What follows belongs to an exercise in optimizing a design on an open flow for small area, a short achievable clock period and few clock cycles per item; a production flow would make more cautious choices. Where RTL was checked, it was by simulation tests only, not by an equivalence proof against the original. Power and IR drop assume default switching activity.

==> module sha1_block_ctrl, before the edit <==
module sha1_block_ctrl (
  input  logic         clk,
  input  logic         reset,
  input  logic         init,
  input  logic         word_valid,
  output logic         word_ready,
  input  logic [31:0]  word_data,
  output logic         busy,
  output logic         digest_valid,
  output logic [159:0] digest
);
  logic [3:0]   cnt_q;
  logic [5:0]   p_q;
  logic [1:0]   g_q, gn_q;
  logic         busy_q, fin_q, dv_q, first_q, l39_q;
  logic [159:0] h_q;
  logic [31:0]  a_q, b_q, c_q, f0_q, pe_q, qd_q;
  logic [31:0]  we_q [8];
  logic [31:0]  wo_q [8];
  logic         take, ld, ldsel, pq0, sel0, step, last, fold;
  logic [1:0]   gnn_s;
  logic [5:0]   pnn_s;
  logic [31:0]  k_s, pe_x, pe_w, qd_x, qd_w, pe_d, qd_d;
  logic [127:0] st_init;
  logic [31:0]  a1_s, a2_s, wen_s, won_s, f0_d;
  assign word_ready   = !busy_q && !init;
  assign busy         = busy_q;
  assign digest_valid = dv_q;
  assign digest       = h_q;
  assign take = word_valid && word_ready;
  assign ld   = take && (cnt_q == 4'd0);
  assign pq0  = take && (cnt_q == 4'd2);
  assign sel0 = !busy_q && (cnt_q == 4'd2);
  assign ldsel = !busy_q && (cnt_q == 4'd0);
  assign step = (busy_q && !fin_q) || (take && !cnt_q[0] && (cnt_q[3:2] != 2'd0));
  assign last = busy_q && !fin_q && l39_q;
  assign fold = last || fin_q;
  assign pnn_s = p_q + 6'd2;
  assign gnn_s = (pnn_s < 6'd10) ? 2'd0 : (pnn_s < 6'd20) ? 2'd1 : (pnn_s < 6'd30) ? 2'd2 : 2'd3;
  assign k_s   = fold ? 32'd0 : sha1_pkg::k_sel(gn_q);
  assign pe_x = sel0 ? h_q[31:0] : c_q;
  assign pe_w = last ? h_q[31:0] : fin_q ? h_q[95:64] : we_q[7];
  assign qd_x = sel0 ? h_q[63:32] : fin_q ? b_q : sha1_pkg::rotl30(b_q);
  assign qd_w = last ? h_q[63:32] : fin_q ? h_q[127:96] : wo_q[7];
  assign pe_d = sha1_pkg::add_ks(sha1_pkg::csa_s(pe_x, k_s, pe_w),
                                 sha1_pkg::csa_c(pe_x, k_s, pe_w));
  assign qd_d = sha1_pkg::add_ks(sha1_pkg::csa_s(qd_x, k_s, qd_w),
                                 sha1_pkg::csa_c(qd_x, k_s, qd_w));
  assign wen_s = sha1_pkg::rotl1(wo_q[6] ^ we_q[4] ^ we_q[1] ^ we_q[0]);
  assign won_s = sha1_pkg::rotl1(we_q[7] ^ wo_q[4] ^ wo_q[1] ^ wo_q[0]);
  sha1_round u_round (
    .a_i(a_q), .b_i(b_q), .c_i(c_q), .f0_i(f0_q), .p_i(pe_q), .q_i(qd_q),
    .g_i(g_q), .a1_o(a1_s), .a2_o(a2_s)
  );
  assign st_init = first_q ? sha1_pkg::H_INIT[159:32] : h_q[159:32];
  assign f0_d = ldsel ? sha1_pkg::f_sel(2'd0, st_init[95:64], st_init[63:32], st_init[31:0])
                      : sha1_pkg::f_sel(gn_q, a1_s, sha1_pkg::rotl30(a_q), sha1_pkg::rotl30(b_q));
  always_ff @(posedge clk or posedge reset) begin
    if (reset) begin
      cnt_q   <= 4'd0;
      p_q     <= 6'd0;
      g_q     <= 2'd0;
      gn_q    <= 2'd0;
      l39_q   <= 1'b0;
      busy_q  <= 1'b0;
      fin_q   <= 1'b0;
      dv_q    <= 1'b0;
      first_q <= 1'b1;
    end else if (init) begin
      cnt_q   <= 4'd0;
      p_q     <= 6'd0;
      g_q     <= 2'd0;
      gn_q    <= 2'd0;
      l39_q   <= 1'b0;
      busy_q  <= 1'b0;
      fin_q   <= 1'b0;
      dv_q    <= 1'b0;
      first_q <= 1'b1;
    end else begin
      if (take) begin
        cnt_q <= cnt_q + 4'd1;
        dv_q  <= 1'b0;
        if (cnt_q == 4'd15) busy_q <= 1'b1;
      end
      if (ld) begin
        first_q <= 1'b0;
        p_q     <= 6'd0;
        g_q     <= 2'd0;
        gn_q    <= 2'd0;
        l39_q   <= 1'b0;
      end else if (step) begin
        p_q   <= p_q + 6'd1;
        g_q   <= gn_q;
        gn_q  <= gnn_s;
        l39_q <= (p_q == 6'd38);
      end
      if (last) fin_q <= 1'b1;
      if (fin_q) begin
        fin_q  <= 1'b0;
        busy_q <= 1'b0;
        dv_q   <= 1'b1;
      end
    end
  end
  always_ff @(posedge clk) begin
    if (ld && first_q) begin
      h_q <= sha1_pkg::H_INIT;
    end else if (last) begin
      h_q[31:0]  <= pe_d;
      h_q[63:32] <= qd_d;
    end else if (fin_q) begin
      h_q[95:64]   <= pe_d;
      h_q[127:96]  <= qd_d;
      h_q[159:128] <= sha1_pkg::add_bk(h_q[159:128], a_q);
    end
    if (ld || step) begin
      a_q  <= ldsel ? st_init[127:96] : a2_s;
      b_q  <= ldsel ? st_init[95:64]  : a1_s;
      c_q  <= ldsel ? st_init[63:32]  : sha1_pkg::rotl30(a_q);
      f0_q <= f0_d;
    end
    if (pq0 || step) begin
      pe_q <= pe_d;
      qd_q <= qd_d;
    end
  end
  always_ff @(posedge clk) begin
    if (busy_q || (take && !cnt_q[0])) begin
      for (int i = 0; i < 7; i++) we_q[i] <= we_q[i+1];
      we_q[7] <= busy_q ? wen_s : word_data;
    end
    if (busy_q || (take && cnt_q[0])) begin
      for (int i = 0; i < 7; i++) wo_q[i] <= wo_q[i+1];
      wo_q[7] <= busy_q ? won_s : word_data;
    end
  end
endmodule
clock: 10.0 ns
lec_check: 0
cap_margin: 20
core_margin: 2
core_utilization: 40
place_density: 0.55
setup_slack_margin: 4.6
slew_margin: 20
run.sh (not shown) runs the stock make flow with config.mk's settings and CLKGATE_MAP_FILE= SYNTH_SCRIPT=/design/flow/synth_recipe.tcl, a recipe that flattens the netlist after the stock synthesis.
==> next run, changes <==
--- a/flow/design.v
+++ b/flow/design.v
@@ -152,9 +152,9 @@
 );
   logic [3:0]   cnt_q;
   logic [5:0]   p_q;
   logic [1:0]   g_q, gn_q;
-  logic         busy_q, fin_q, dv_q, first_q, l39_q;
+  logic         busy_q, fin_q, dv_q, first_q, l39_q, sel0_q, ldsel_q;
   logic [159:0] h_q;
   logic [31:0]  a_q, b_q, c_q, f0_q, pe_q, qd_q;
   logic [31:0]  we_q [8];
   logic [31:0]  wo_q [8];
@@ -170,12 +170,12 @@
   assign digest       = h_q;
   assign take = word_valid && word_ready;
   assign ld   = take && (cnt_q == 4'd0);
   assign pq0  = take && (cnt_q == 4'd2);
-  assign sel0 = !busy_q && (cnt_q == 4'd2);
-  assign ldsel = !busy_q && (cnt_q == 4'd0);
+  assign sel0  = sel0_q;    
+  assign ldsel = ldsel_q;   
   assign step = (busy_q && !fin_q) || (take && !cnt_q[0] && (cnt_q[3:2] != 2'd0));
-  assign last = busy_q && !fin_q && l39_q;
+  assign last = l39_q;      
   assign fold = last || fin_q;
   assign pnn_s = p_q + 6'd2;
   assign gnn_s = (pnn_s < 6'd10) ? 2'd0 : (pnn_s < 6'd20) ? 2'd1 : (pnn_s < 6'd30) ? 2'd2 : 2'd3;
   assign k_s   = fold ? 32'd0 : sha1_pkg::k_sel(gn_q);
@@ -202,8 +202,10 @@
       p_q     <= 6'd0;
       g_q     <= 2'd0;
       gn_q    <= 2'd0;
       l39_q   <= 1'b0;
+      sel0_q  <= 1'b0;
+      ldsel_q <= 1'b1;
       busy_q  <= 1'b0;
       fin_q   <= 1'b0;
       dv_q    <= 1'b0;
       first_q <= 1'b1;
@@ -212,16 +214,20 @@
       p_q     <= 6'd0;
       g_q     <= 2'd0;
       gn_q    <= 2'd0;
       l39_q   <= 1'b0;
+      sel0_q  <= 1'b0;
+      ldsel_q <= 1'b1;
       busy_q  <= 1'b0;
       fin_q   <= 1'b0;
       dv_q    <= 1'b0;
       first_q <= 1'b1;
     end else begin
       if (take) begin
-        cnt_q <= cnt_q + 4'd1;
-        dv_q  <= 1'b0;
+        cnt_q   <= cnt_q + 4'd1;
+        dv_q    <= 1'b0;
+        sel0_q  <= (cnt_q == 4'd1);
+        ldsel_q <= 1'b0;
         if (cnt_q == 4'd15) busy_q <= 1'b1;
       end
       if (ld) begin
         first_q <= 1'b0;
@@ -234,11 +240,15 @@
         g_q   <= gn_q;
         gn_q  <= gnn_s;
         l39_q <= (p_q == 6'd38);
       end
-      if (last) fin_q <= 1'b1;
+      if (last) begin
+        fin_q <= 1'b1;
+        l39_q <= 1'b0;
+      end
       if (fin_q) begin
-        fin_q  <= 1'b0;
+        fin_q   <= 1'b0;
+        ldsel_q <= 1'b1;
         busy_q <= 1'b0;
         dv_q   <= 1'b1;
       end
     end
After rerunning:
- total power decreases slightly
- non-clock buffer count came out lower by 34
- hold slack is worse by 0.017 ns
- global-route usage increases by 1.4 points
- utilization fell by 0.17 points
- synthesized area grows slightly
- register-to-register slack improves by 0.099 ns
- clock power rises by a few percent
- combinational power decreases by a few percent
- fmax is higher slightly
- die area grows slightly
- cell count grows slightly
Testbench counts after the change, summed over its fixed seeds: cycles 6,536, blocks 128.
No functional check of the RTL was part of the first run of this note.

---

main:
sha1_block_ctrl, a different RTL version from the one above (not shown whole).
Size: ~890 flip-flops, about 200 I/O pins, about 50000 µm² of cells after synthesis.
==> module sha1_block_ctrl, before the edit <==
module sha1_block_ctrl (
  input  logic         clk,
  input  logic         reset,
  input  logic         init,
  input  logic         word_valid,
  output logic         word_ready,
  input  logic [31:0]  word_data,
  output logic         busy,
  output logic         digest_valid,
  output logic [159:0] digest
);
  logic [3:0]   cnt_q;
  logic [5:0]   p_q;
  logic [1:0]   g_q, gn_q;
  logic         busy_q, fin_q, dv_q, first_q, l39_q, sel0_q, ldsel_q;
  logic [159:0] h_q;
  logic [31:0]  a_q, b_q, c_q, f0_q, pe_q, qd_q;
  logic [31:0]  we_q [8];
  logic [31:0]  wo_q [8];
  logic         take, ld, ldsel, pq0, sel0, step, last, fold;
  logic [1:0]   gnn_s;
  logic [5:0]   pnn_s;
  logic [31:0]  k_s, pe_x, pe_w, qd_x, qd_w, pe_d, qd_d;
  logic [127:0] st_init;
  logic [31:0]  a1_s, a2_s, wen_s, won_s, f0_d, f0_h, f0_1, f0_0;
  assign word_ready   = !busy_q && !init;
  assign busy         = busy_q;
  assign digest_valid = dv_q;
  assign digest       = h_q;
  assign take = word_valid && word_ready;
  assign ld   = take && (cnt_q == 4'd0);
  assign pq0  = take && (cnt_q == 4'd2);
  assign sel0  = sel0_q;    
  assign ldsel = ldsel_q;   
  assign step = (busy_q && !fin_q) || (take && !cnt_q[0] && (cnt_q[3:2] != 2'd0));
  assign last = l39_q;      
  assign fold = last || fin_q;
  assign pnn_s = p_q + 6'd2;
  assign gnn_s = (pnn_s < 6'd10) ? 2'd0 : (pnn_s < 6'd20) ? 2'd1 : (pnn_s < 6'd30) ? 2'd2 : 2'd3;
  assign k_s   = fold ? 32'd0 : sha1_pkg::k_sel(gn_q);
  assign pe_x = sel0 ? h_q[31:0] : c_q;
  assign pe_w = fold ? h_q[31:0] : we_q[7];
  assign qd_x = sel0 ? h_q[63:32] : fin_q ? b_q : sha1_pkg::rotl30(b_q);
  assign qd_w = fold ? h_q[63:32] : wo_q[7];
  assign pe_d = sha1_pkg::add_ks(sha1_pkg::csa_s(pe_x, k_s, pe_w),
                                 sha1_pkg::csa_c(pe_x, k_s, pe_w));
  assign qd_d = sha1_pkg::add_ks(sha1_pkg::csa_s(qd_x, k_s, qd_w),
                                 sha1_pkg::csa_c(qd_x, k_s, qd_w));
  assign wen_s = sha1_pkg::rotl1(wo_q[6] ^ we_q[4] ^ we_q[1] ^ we_q[0]);
  assign won_s = sha1_pkg::rotl1(we_q[7] ^ wo_q[4] ^ wo_q[1] ^ wo_q[0]);
  sha1_round u_round (
    .a_i(a_q), .b_i(b_q), .c_i(c_q), .f0_i(f0_q), .p_i(pe_q), .q_i(qd_q),
    .g_i(g_q), .a1_o(a1_s), .a2_o(a2_s)
  );
  assign st_init = first_q ? sha1_pkg::H_INIT[159:32] : h_q[159:32];
  assign f0_h = sha1_pkg::f_sel(2'd0, st_init[95:64], st_init[63:32], st_init[31:0]);
  assign f0_1 = ldsel ? f0_h : sha1_pkg::f_sel(gn_q, 32'hFFFFFFFF, sha1_pkg::rotl30(a_q),
                                               sha1_pkg::rotl30(b_q));
  assign f0_0 = ldsel ? f0_h : sha1_pkg::f_sel(gn_q, 32'h00000000, sha1_pkg::rotl30(a_q),
                                               sha1_pkg::rotl30(b_q));
  assign f0_d = (a1_s & f0_1) | (~a1_s & f0_0);
  always_ff @(posedge clk or posedge reset) begin
    if (reset) begin
      cnt_q   <= 4'd0;
      p_q     <= 6'd0;
      g_q     <= 2'd0;
      gn_q    <= 2'd0;
      l39_q   <= 1'b0;
      sel0_q  <= 1'b0;
      ldsel_q <= 1'b1;
      busy_q  <= 1'b0;
      fin_q   <= 1'b0;
      dv_q    <= 1'b0;
      first_q <= 1'b1;
    end else if (init) begin
      cnt_q   <= 4'd0;
      p_q     <= 6'd0;
      g_q     <= 2'd0;
      gn_q    <= 2'd0;
      l39_q   <= 1'b0;
      sel0_q  <= 1'b0;
      ldsel_q <= 1'b1;
      busy_q  <= 1'b0;
      fin_q   <= 1'b0;
      dv_q    <= 1'b0;
      first_q <= 1'b1;
    end else begin
      if (take) begin
        cnt_q   <= cnt_q + 4'd1;
        dv_q    <= 1'b0;
        sel0_q  <= (cnt_q == 4'd1);
        ldsel_q <= 1'b0;
        if (cnt_q == 4'd15) busy_q <= 1'b1;
      end
      if (ld) begin
        first_q <= 1'b0;
        p_q     <= 6'd0;
        g_q     <= 2'd0;
        gn_q    <= 2'd0;
        l39_q   <= 1'b0;
      end else if (step) begin
        p_q   <= p_q + 6'd1;
        g_q   <= gn_q;
        gn_q  <= gnn_s;
        l39_q <= (p_q == 6'd38);
      end
      if (last) begin
        fin_q <= 1'b1;
        l39_q <= 1'b0;
      end
      if (fin_q) begin
        fin_q   <= 1'b0;
        ldsel_q <= 1'b1;
        busy_q <= 1'b0;
        dv_q   <= 1'b1;
      end
    end
  end
  always_ff @(posedge clk) begin
    if (ld && first_q) begin
      h_q <= sha1_pkg::H_INIT;
    end else if (last) begin
      h_q <= {pe_d, qd_d, h_q[159:64]};
    end else if (fin_q) begin
      h_q <= {sha1_pkg::add_bk(h_q[95:64], a_q), qd_d, pe_d, h_q[127:96], h_q[159:128]};
    end
    if (ld || step) begin
      a_q  <= ldsel ? st_init[127:96] : a2_s;
      b_q  <= ldsel ? st_init[95:64]  : a1_s;
      c_q  <= ldsel ? st_init[63:32]  : sha1_pkg::rotl30(a_q);
      f0_q <= f0_d;
    end
    if (pq0 || step) begin
      pe_q <= pe_d;
      qd_q <= qd_d;
    end
  end
  always_ff @(posedge clk) begin
    if (busy_q || (take && !cnt_q[0])) begin
      for (int i = 0; i < 7; i++) we_q[i] <= we_q[i+1];
      we_q[7] <= busy_q ? wen_s : word_data;
    end
    if (busy_q || (take && cnt_q[0])) begin
      for (int i = 0; i < 7; i++) wo_q[i] <= wo_q[i+1];
      wo_q[7] <= busy_q ? won_s : word_data;
    end
  end
endmodule
==> flow/config.mk <==
export PLATFORM = sky130hd
export DESIGN_NAME = sha1_block_ctrl
export DESIGN_NICKNAME = sha1_block_ctrl
export VERILOG_FILES = /design/flow/design.v
export SDC_FILE = /design/flow/constraint.sdc
export NUM_CORES = 4
export LEC_CHECK = 0
export CAP_MARGIN = 20
export CORE_MARGIN = 2
export CORE_UTILIZATION = 65
export CTS_CLUSTER_DIAMETER = 60
export CTS_CLUSTER_SIZE = 24
export PLACE_DENSITY = 0.75
export SETUP_SLACK_MARGIN = 5.0
export SLEW_MARGIN = 20
==> flow/constraint.sdc <==
create_clock -name core_clock -period 10.0 [get_ports {clk}]
set_input_delay 2.0000 -clock core_clock [delete_from_list [all_inputs] [get_ports {clk}]]
set_output_delay 2.0000 -clock core_clock [all_outputs]
set_load 0.01 [all_outputs]
standard.sh (not shown) runs the stock make flow with config.mk's settings and CLKGATE_MAP_FILE= SYNTH_SCRIPT=/design/flow/synth_recipe.tcl, a recipe that flattens the netlist after the stock synthesis.
==> flow/flow/run.sh <==
#!/bin/bash
# The standard layout (standard.sh), with three repair settings changed:
# the port buffers are sky130_fd_sc_hd__buf_2 rather than the delay buffer
# buffer_ports picks by default, clock tree synthesis adds no dummy loads, and
# timing repair aims for 5.4 ns of setup slack. Each tool's output is in
# standard.log and ORFS's logs under orfs/.
set -o pipefail
export BUFFER_PORTS_ARGS="-buffer_cell sky130_fd_sc_hd__buf_2"
export CTS_ARGS="-sink_clustering_enable -repair_clock_nets -sink_clustering_size 24 -sink_clustering_max_diameter 60 -dont_use_dummy_load"
bash standard.sh SETUP_SLACK_MARGIN=5.4 finish > standard.log 2>&1
Testbench counts of main, summed over its fixed seeds: cycles 6,536, blocks 128.
What the feature branch does differently from main at the input level:
-- flow/design.v --
<<< main, line 164
  logic [31:0]  k_s, pe_x, pe_w, qd_x, qd_w, pe_d, qd_d;
  logic [127:0] st_init;
  logic [31:0]  a1_s, a2_s, wen_s, won_s, f0_d, f0_h, f0_1, f0_0;
  assign word_ready   = !busy_q && !init;
  assign busy         = busy_q;
>>> the feature branch, line 164
  logic [31:0]  k_s, pe_x, pe_w, qd_x, qd_w, pe_d, qd_d;
  logic [127:0] st_init;
  logic [31:0]  a1_s, a2_s, wen_s, won_s, f0_d;
  assign word_ready   = !busy_q && !init;
  assign busy         = busy_q;
<<< main, line 195
  );
  assign st_init = first_q ? sha1_pkg::H_INIT[159:32] : h_q[159:32];
  assign f0_h = sha1_pkg::f_sel(2'd0, st_init[95:64], st_init[63:32], st_init[31:0]);
  assign f0_1 = ldsel ? f0_h : sha1_pkg::f_sel(gn_q, 32'hFFFFFFFF, sha1_pkg::rotl30(a_q),
                                               sha1_pkg::rotl30(b_q));
  assign f0_0 = ldsel ? f0_h : sha1_pkg::f_sel(gn_q, 32'h00000000, sha1_pkg::rotl30(a_q),
                                               sha1_pkg::rotl30(b_q));
  assign f0_d = (a1_s & f0_1) | (~a1_s & f0_0);
  always_ff @(posedge clk or posedge reset) begin
    if (reset) begin
>>> the feature branch, line 195
  );
  assign st_init = first_q ? sha1_pkg::H_INIT[159:32] : h_q[159:32];
  assign f0_d = ldsel ? sha1_pkg::f_sel(2'd0, st_init[95:64], st_init[63:32], st_init[31:0])
                      : sha1_pkg::f_sel(gn_q, a1_s, sha1_pkg::rotl30(a_q), sha1_pkg::rotl30(b_q));
  always_ff @(posedge clk or posedge reset) begin
    if (reset) begin
Results
- The feature branch: met1 routed wirelength after detailed routing lower than main
- The higher power after layout of the feature branch and main is in main.
- The feature branch: final critical-path required period 0.15 ns above main
- Compared with main, site row count in the feature branch decreased slightly.
- The feature branch vs main, most area-hungry cell class in the final design: flip-flops and latches vs multi-input gates
- In terms of sequential power, main and the feature branch differ only marginally.
- Average cell area after synthesis grows slightly when moving from main to the feature branch.
Only the layout flow was run in the feature branch; the RTL was not checked for function there.

==> re-timing with driven ports <==
Ports are ideal in the flow. The routed layouts listed here were re-timed in OpenROAD.
Step 1: set_driving_cell puts a clkbuf_16 on clk and a buf_2 on each other input, an assumption about the parent block.
Step 2, shift: input delay + t, output delay - t, t = (earliest + latest rising clock arrival at the registers) / 2. This alone moves slack from input paths to output paths.
Three values: ideal, step 1, step 2; two values: the first two.
| run | t, ns | slack for setup (ns) | hold slack, ns | worst setup path after step 2 | latest minus earliest clock arrival (ns) |
|---|---|---|---|---|---|
| the first run of note 1 | 0.754 | 4.642 / 4.642 / 4.517 | 0.407 / 0.407 / 0.407 | input to register | 0.041 / 0.040 |
| the second run of note 1 | 0.776 | 4.741 / 4.741 / 4.272 | 0.390 / 0.390 / 0.390 | input to register | 0.065 / 0.065 |
| main | 0.689 | 5.382 / 5.382 / 5.110 | 0.373 / 0.373 / 0.373 | input to register | 0.075 / 0.074 |
| the feature branch | 0.690 | 5.229 / 5.229 / 4.839 | 0.361 / 0.361 / 0.361 | input to register | 0.086 / 0.086 |
After both steps every run listed still meets setup and hold. The setup slack of the second run of note 1, which loses most, moves by 0.000 ns with the drivers and by -0.469 ns with both steps.
